What follows belongs to an exercise in optimizing a design on an open flow for small area, a short achievable clock period and few clock cycles per item; a production flow would make more cautious choices.
Where RTL was checked, it was by simulation tests only, not by an equivalence proof against the original.
Power is estimated from default activity; no workload was simulated.

## main
==> flow/design.v <==
`default_nettype none
module preemptive_priority_scheduler(
   input  wire              clock,
   input  wire              reset,
   input  wire              start,
   output logic             busy,
   input  wire [32:0]       req_data,
   output logic             rsp_valid,
   output logic [105:0]     rsp_data
);
   localparam int N = 16;
   function automatic logic [31:0] add32(input logic [31:0] a, input logic [31:0] b,
                                         input logic cin);
      logic [31:0] p, g, p0;
      p0 = a ^ b;
      p  = p0;
      g  = a & b;
      g[0] = g[0] | (p[0] & cin);
      for (int d = 1; d < 32; d = d * 2) begin
         for (int i = 31; i >= d; i--) begin
            g[i] = g[i] | (p[i] & g[i-d]);
            p[i] = p[i] & p[i-d];
         end
      end
      add32[0] = p0[0] ^ cin;
      for (int i = 1; i < 32; i++) add32[i] = p0[i] ^ g[i-1];
   endfunction
   function automatic logic [1:0] cmp8(input logic [7:0] a, input logic [7:0] b);
      logic [7:0] lt, eq;
      lt = ~a & b;
      eq = ~(a ^ b);
      for (int d = 1; d < 8; d = d * 2) begin
         for (int i = 0; i < 8; i += 2 * d) begin
            lt[i] = lt[i+d] | (eq[i+d] & lt[i]);
            eq[i] = eq[i+d] & eq[i];
         end
      end
      cmp8 = {lt[0], eq[0]};
   endfunction
   function automatic logic [1:0] cmp32(input logic [31:0] a, input logic [31:0] b);
      logic [31:0] lt, eq;
      lt = ~a & b;
      eq = ~(a ^ b);
      for (int d = 1; d < 32; d = d * 2) begin
         for (int i = 0; i < 32; i += 2 * d) begin
            lt[i] = lt[i+d] | (eq[i+d] & lt[i]);
            eq[i] = eq[i+d] & eq[i];
         end
      end
      cmp32 = {lt[0], eq[0]};
   endfunction
   logic        adm_ff;             
   logic        zb_ff;              
   logic        tk_ff;              
   logic [31:0] req_ff;
   logic [N-1:0] nb_ff;             
   wire [7:0]   r_id    = req_ff[31:24];
   wire [7:0]   r_pri   = req_ff[23:16];
   wire [15:0]  r_burst = req_ff[15:0];
   logic [N-1:0] valid_ff;
   logic [N-1:0] free_ff;           
   logic         full_ff;
   logic         m_ff     [0:N-1][0:N-1];
   logic [7:0]   id_ff    [0:N-1];
   logic [7:0]   pri_ff   [0:N-1];
   logic [31:0]  arr_ff   [0:N-1];
   logic [15:0]  rem_ff   [0:N-1];
   logic [15:0]  bur_ff   [0:N-1];
   logic [31:0]  now_ff;
   logic         dirty_ff;          
   logic [4:0]   scan_ff;           
   logic         scan_done_ff;
   logic [N-1:0] abeat_ff;          
   logic         bt [0:N-1][0:N-1];     
   logic [N-1:0] win, one;
   logic [N-1:0] below_free;            
   logic [N-1:0] free1h;
   logic [N-1:0] below_free2;           
   logic [N-1:0] free2;                 
   logic [N-1:0] above_free;            
   always_comb begin
      for (int i = 0; i < N; i++) begin
         for (int j = 0; j < N; j++) begin
            bt[i][j] = (i < j) ? m_ff[i][j] : (i > j) ? ~m_ff[j][i] : 1'b1;
         end
      end
      for (int i = 0; i < N; i++) begin
         win[i] = valid_ff[i];
         for (int j = 0; j < N; j++) begin
            if (j != i) win[i] = win[i] & (~valid_ff[j] | bt[i][j]);
         end
      end
      for (int i = 0; i < N; i++) begin
         one[i] = (rem_ff[i] == 16'd1);
      end
      below_free[0] = 1'b0;
      for (int j = 1; j < N; j++) begin
         below_free[j] = below_free[j-1] | ~valid_ff[j-1];
      end
      free1h = free_ff;
      below_free2[0] = 1'b0;
      for (int j = 1; j < N; j++) begin
         below_free2[j] = below_free2[j-1] | ~(valid_ff[j-1] | free_ff[j-1]);
      end
      free2 = ~(valid_ff | free_ff) & ~below_free2;
      above_free[N-1] = 1'b0;
      for (int j = N - 2; j >= 0; j--) begin
         above_free[j] = above_free[j+1] | free_ff[j+1];
      end
   end
   wire any  = |valid_ff;
   wire full = full_ff;
   wire win_below_free = |(win & above_free);
   assign busy = adm_ff & dirty_ff & ~scan_done_ff;
   wire do_adm  = adm_ff & ~full & ~busy;
   wire do_tick = tk_ff;
   wire run     = do_tick & any;
   wire fin     = run & |(win & one);
   logic [N-1:0] rsel;
   logic [7:0]   id_r;
   logic [31:0]  arr_r;
   logic [15:0]  bur_r;
   always_comb begin
      rsel = win;
      if (busy) begin
         rsel = '0;
         rsel[scan_ff[3:0]] = ~scan_ff[4];
      end
      id_r  = '0;
      arr_r = '0;
      bur_r = '0;
      for (int j = 0; j < N; j++) begin
         id_r  = id_r  | (id_ff[j]  & {8{rsel[j]}});
         arr_r = arr_r | (arr_ff[j] & {32{rsel[j]}});
         bur_r = bur_r | (bur_ff[j] & {16{rsel[j]}});
      end
   end
   logic [15:0] rem_dec [0:N-1];
   always_comb begin
      for (int j = 0; j < N; j++) begin
         for (int i = 0; i < 16; i++) begin
            rem_dec[j][i] = rem_ff[j][i] ^ ~|(rem_ff[j] & ((16'd1 << i) - 16'd1));
         end
      end
   end
   logic [31:0] r1_arr;
   wire [3:0] scan_k = scan_ff[3:0] - 4'd1;
   wire [1:0] scan_c = cmp32(now_ff, r1_arr);
   wire       scan_abeat = scan_c[1] | (scan_c[0] & below_free[scan_k]);
   wire       scan_cmp = busy && (scan_ff != 5'd0) && (scan_ff <= 5'd16);
   always_ff @(posedge clock) begin
      for (int j = 0; j < N; j++) begin
         if (do_adm && free1h[j]) begin
            id_ff[j]  <= r_id;
            pri_ff[j] <= r_pri;
            arr_ff[j] <= now_ff;
            bur_ff[j] <= r_burst;
         end
         if (do_adm && free1h[j]) begin
            rem_ff[j] <= r_burst;
         end else if (run && win[j]) begin
            rem_ff[j] <= rem_dec[j];
         end
         if (scan_cmp && scan_k == 4'(j)) begin
            abeat_ff[j] <= scan_abeat;
         end
      end
      for (int i = 0; i < N; i++) begin
         for (int j = i + 1; j < N; j++) begin
            if (do_adm && free1h[i]) begin
               m_ff[i][j] <= nb_ff[j];
            end else if (do_adm && free1h[j]) begin
               m_ff[i][j] <= ~nb_ff[i];
            end
         end
      end
   end
   logic [31:0] now_inc;
   always_comb begin
      for (int i = 0; i < 32; i++) begin
         now_inc[i] = now_ff[i] ^ &(now_ff | ~((32'd1 << i) - 32'd1));
      end
   end
   always_ff @(posedge clock) begin
      if (reset) begin
         valid_ff     <= '0;
         free_ff      <= 16'd1;
         full_ff      <= 1'b0;
         now_ff       <= '0;
         dirty_ff     <= 1'b0;
         scan_ff      <= '0;
         scan_done_ff <= 1'b0;
      end else begin
         if (do_adm) begin
            valid_ff <= valid_ff | free1h;
            free_ff  <= free2;
            full_ff  <= ~|free2;
         end else if (fin) begin
            valid_ff <= valid_ff & ~win;
            free_ff  <= (full_ff | win_below_free) ? win : free_ff;
            full_ff  <= 1'b0;
         end
         if (do_tick) begin
            now_ff <= now_inc;
         end
         if (do_tick && (&now_ff) && any) begin
            dirty_ff <= 1'b1;
         end else if (!any && !do_adm) begin
            dirty_ff <= 1'b0;
         end
         if (busy) begin
            scan_ff      <= scan_ff + 5'd1;
            scan_done_ff <= (scan_ff == 5'd17);
         end else begin
            scan_ff      <= '0;
            scan_done_ff <= 1'b0;
         end
      end
   end
   wire [7:0] c_pri = busy ? r_pri : req_data[23:16];
   wire [1:0] c_new  = cmp8(c_pri, r_pri);
   wire       nb_new = c_new[1];
   logic [1:0] c_slot [0:N-1];
   always_comb begin
      for (int j = 0; j < N; j++) c_slot[j] = cmp8(c_pri, pri_ff[j]);
   end
   always_ff @(posedge clock) begin
      if (reset) begin
         adm_ff <= 1'b0;
         zb_ff  <= 1'b0;
         tk_ff  <= 1'b0;
      end else if (!busy) begin
         adm_ff <= start & ~req_data[32] & (req_data[15:0] != 16'd0);
         zb_ff  <= start & ~req_data[32] & (req_data[15:0] == 16'd0);
         tk_ff  <= start & req_data[32];
      end
      if (!busy) begin
         req_ff <= req_data[31:0];
      end
      for (int j = 0; j < N; j++) begin
         nb_ff[j] <= free1h[j] ? nb_new :
                     (c_slot[j][1] | (c_slot[j][0] & dirty_ff & abeat_ff[j]));
      end
   end
   logic        r1_v, r2_v;
   logic [1:0]  r1_kind;
   logic [7:0]  r1_id;
   logic [15:0] r1_bur;
   logic [105:0] r2_data;
   wire adm_rsp = zb_ff | (adm_ff & full & ~busy);
   wire [31:0] nbx = ~{16'd0, r1_bur};
   wire [31:0] na  = ~r1_arr;
   wire [31:0] cs_s = now_ff ^ na ^ nbx;
   wire [31:0] cs_c = (now_ff & na) | (now_ff & nbx) | (na & nbx);
   wire [31:0] tat  = add32(now_ff, na, 1'b1);
   wire [31:0] wt   = add32(cs_s, {cs_c[30:0], 1'b1}, 1'b1);
   always_ff @(posedge clock) begin
      if (reset) begin
         r1_v <= 1'b0;
         r2_v <= 1'b0;
      end else begin
         r1_v <= adm_rsp | fin;
         r2_v <= r1_v;
      end
      r1_kind <= tk_ff ? 2'd0 : (zb_ff ? 2'd2 : 2'd1);
      r1_id   <= tk_ff ? id_r : r_id;
      r1_arr  <= arr_r;
      r1_bur  <= bur_r;
      if (r1_kind == 2'd0) begin
         r2_data <= {r1_kind, r1_id, now_ff, tat, wt};
      end else begin
         r2_data <= {r1_kind, r1_id, 96'd0};
      end
   end
   assign rsp_valid = r2_v;
   assign rsp_data  = r2_data;
endmodule
`default_nettype wire
export LEC_CHECK = 0
export CAP_MARGIN = 20
export CORE_MARGIN = 2
export CORE_UTILIZATION = 55
export CTS_CLUSTER_DIAMETER = 80
export CTS_CLUSTER_SIZE = 25
export SETUP_SLACK_MARGIN = 2.5
export SLEW_MARGIN = 20
create_clock -name core_clock -period 6.0 [get_ports {clock}]
run.sh (not shown) runs the stock make flow with config.mk's settings and CLKGATE_MAP_FILE= SYNTH_SCRIPT=/design/flow/synth_recipe.tcl, a recipe that flattens the netlist after the stock synthesis.
Input changes introduced in the feature branch (baseline for comparison: main):
diff --git a/flow/design.v b/flow/design.v
--- a/flow/design.v
+++ b/flow/design.v
@@ -59,6 +59,4 @@
    wire [15:0]  r_burst = req_ff[15:0];
    logic [N-1:0] valid_ff;
-   logic [N-1:0] free_ff;           
-   logic         full_ff;
    logic         m_ff     [0:N-1][0:N-1];
    logic [7:0]   id_ff    [0:N-1];
@@ -69,5 +67,6 @@
    logic [31:0]  now_ff;
    logic         dirty_ff;          
-   logic [4:0]   scan_ff;           
+   logic [N-1:0] scan_ff;           
+   logic [N-1:0] scanp_ff;          
    logic         scan_done_ff;
    logic [N-1:0] abeat_ff;          
@@ -76,7 +75,4 @@
    logic [N-1:0] below_free;            
    logic [N-1:0] free1h;
-   logic [N-1:0] below_free2;           
-   logic [N-1:0] free2;                 
-   logic [N-1:0] above_free;            
    always_comb begin
       for (int i = 0; i < N; i++) begin
@@ -98,18 +94,8 @@
          below_free[j] = below_free[j-1] | ~valid_ff[j-1];
       end
-      free1h = free_ff;
-      below_free2[0] = 1'b0;
-      for (int j = 1; j < N; j++) begin
-         below_free2[j] = below_free2[j-1] | ~(valid_ff[j-1] | free_ff[j-1]);
-      end
-      free2 = ~(valid_ff | free_ff) & ~below_free2;
-      above_free[N-1] = 1'b0;
-      for (int j = N - 2; j >= 0; j--) begin
-         above_free[j] = above_free[j+1] | free_ff[j+1];
-      end
+      free1h = ~valid_ff & ~below_free;
    end
    wire any  = |valid_ff;
-   wire full = full_ff;
-   wire win_below_free = |(win & above_free);
+   wire full = &valid_ff;
    assign busy = adm_ff & dirty_ff & ~scan_done_ff;
    wire do_adm  = adm_ff & ~full & ~busy;
@@ -124,6 +110,5 @@
       rsel = win;
       if (busy) begin
-         rsel = '0;
-         rsel[scan_ff[3:0]] = ~scan_ff[4];
+         rsel = scan_ff;
       end
       id_r  = '0;
@@ -145,8 +130,6 @@
    end
    logic [31:0] r1_arr;
-   wire [3:0] scan_k = scan_ff[3:0] - 4'd1;
    wire [1:0] scan_c = cmp32(now_ff, r1_arr);
-   wire       scan_abeat = scan_c[1] | (scan_c[0] & below_free[scan_k]);
-   wire       scan_cmp = busy && (scan_ff != 5'd0) && (scan_ff <= 5'd16);
+   wire       scan_abeat = scan_c[1] | (scan_c[0] & |(scanp_ff & below_free));
    always_ff @(posedge clock) begin
       for (int j = 0; j < N; j++) begin
@@ -162,5 +145,5 @@
             rem_ff[j] <= rem_dec[j];
          end
-         if (scan_cmp && scan_k == 4'(j)) begin
+         if (busy && scanp_ff[j]) begin
             abeat_ff[j] <= scan_abeat;
          end
@@ -185,19 +168,14 @@
       if (reset) begin
          valid_ff     <= '0;
-         free_ff      <= 16'd1;
-         full_ff      <= 1'b0;
          now_ff       <= '0;
          dirty_ff     <= 1'b0;
-         scan_ff      <= '0;
+         scan_ff      <= 16'd1;
+         scanp_ff     <= '0;
          scan_done_ff <= 1'b0;
       end else begin
          if (do_adm) begin
             valid_ff <= valid_ff | free1h;
-            free_ff  <= free2;
-            full_ff  <= ~|free2;
          end else if (fin) begin
             valid_ff <= valid_ff & ~win;
-            free_ff  <= (full_ff | win_below_free) ? win : free_ff;
-            full_ff  <= 1'b0;
          end
          if (do_tick) begin
@@ -210,8 +188,10 @@
          end
          if (busy) begin
-            scan_ff      <= scan_ff + 5'd1;
-            scan_done_ff <= (scan_ff == 5'd17);
+            scan_ff      <= scan_ff << 1;
+            scanp_ff     <= scan_ff;
+            scan_done_ff <= ~|scan_ff & ~|scanp_ff;
          end else begin
-            scan_ff      <= '0;
+            scan_ff      <= 16'd1;
+            scanp_ff     <= '0;
             scan_done_ff <= 1'b0;
          end
[summary]
- Of the feature branch and main, the lower delay of the slowest cell on the worst path belongs to main.
- Cmp the feature branch and main / clock network fraction of design power / lower: main
- For sequential standard cell area, main and the feature branch come out practically identical.
- Signed area change from the synthesized netlist to the final layout, the feature branch and main: smaller value in the feature branch
- Compared to main, the feature branch has final critical delay including setup and external delays 0.25 ns lower.
- Delta(tightest hold margin, the feature branch - main) < 0
- Sort the feature branch and main by power density relative to cell area, ascending, and main comes first.
- When the feature branch is set beside main, its wire length reported by the detailed router turns out to be 3800 um larger.
- Against main, the feature branch comes in 3 lower on count of TritonRoute iterations in the first routing pass.
- Comparing complex-gate fraction of the synthesized area for the feature branch and main, the smaller number came from main.
- The higher final clock period utilization by the worst path of the feature branch and main is in main.
- Of the two values seen for capturing instance or port of the critical path, abeat_ff[3] was produced by main and r1_arr[12] by the feature branch.
- The feature branch ended with less area of the mapped netlist than main.
Testbench counts of the feature branch, summed over its fixed seeds: cycles 12,018, beats 12,000.
Function not checked in main: the RTL went through the layout flow alone.

afterwards: timing with drivers on the ports:
The flow's constraints put no driver on any port. The routed layouts listed below were extracted and timed again, unchanged, in two steps. Step 1 sets driving cells, clkbuf_16 on the clock port and buf_2 on the other inputs (assumed; they add their load-dependent delay and slew). Step 2 adds t to the input delays and takes it off the output delays; t is the mean of the earliest and latest rising clock arrival at the registers after step 1. Input paths then give back, and output paths get back, about the clock's delay inside the block. a / b / c = no drivers / after step 1 / after step 2; a / b = the first two.
run | t (ns) | slack for setup (ns) | worst setup path after step 2 | worst register clock-pin slew, ns
main | 0.806 | 2.247 / 2.247 / 2.066 | input to register | 0.11 / 0.11
the feature branch | 0.811 | 2.496 / 2.496 / 2.098 | input to register | 0.11 / 0.11
After both steps setup and hold are still met in every run listed. The setup slack of the feature branch, which loses most, moves by 0.000 ns with the drivers and by -0.398 ns with both steps.
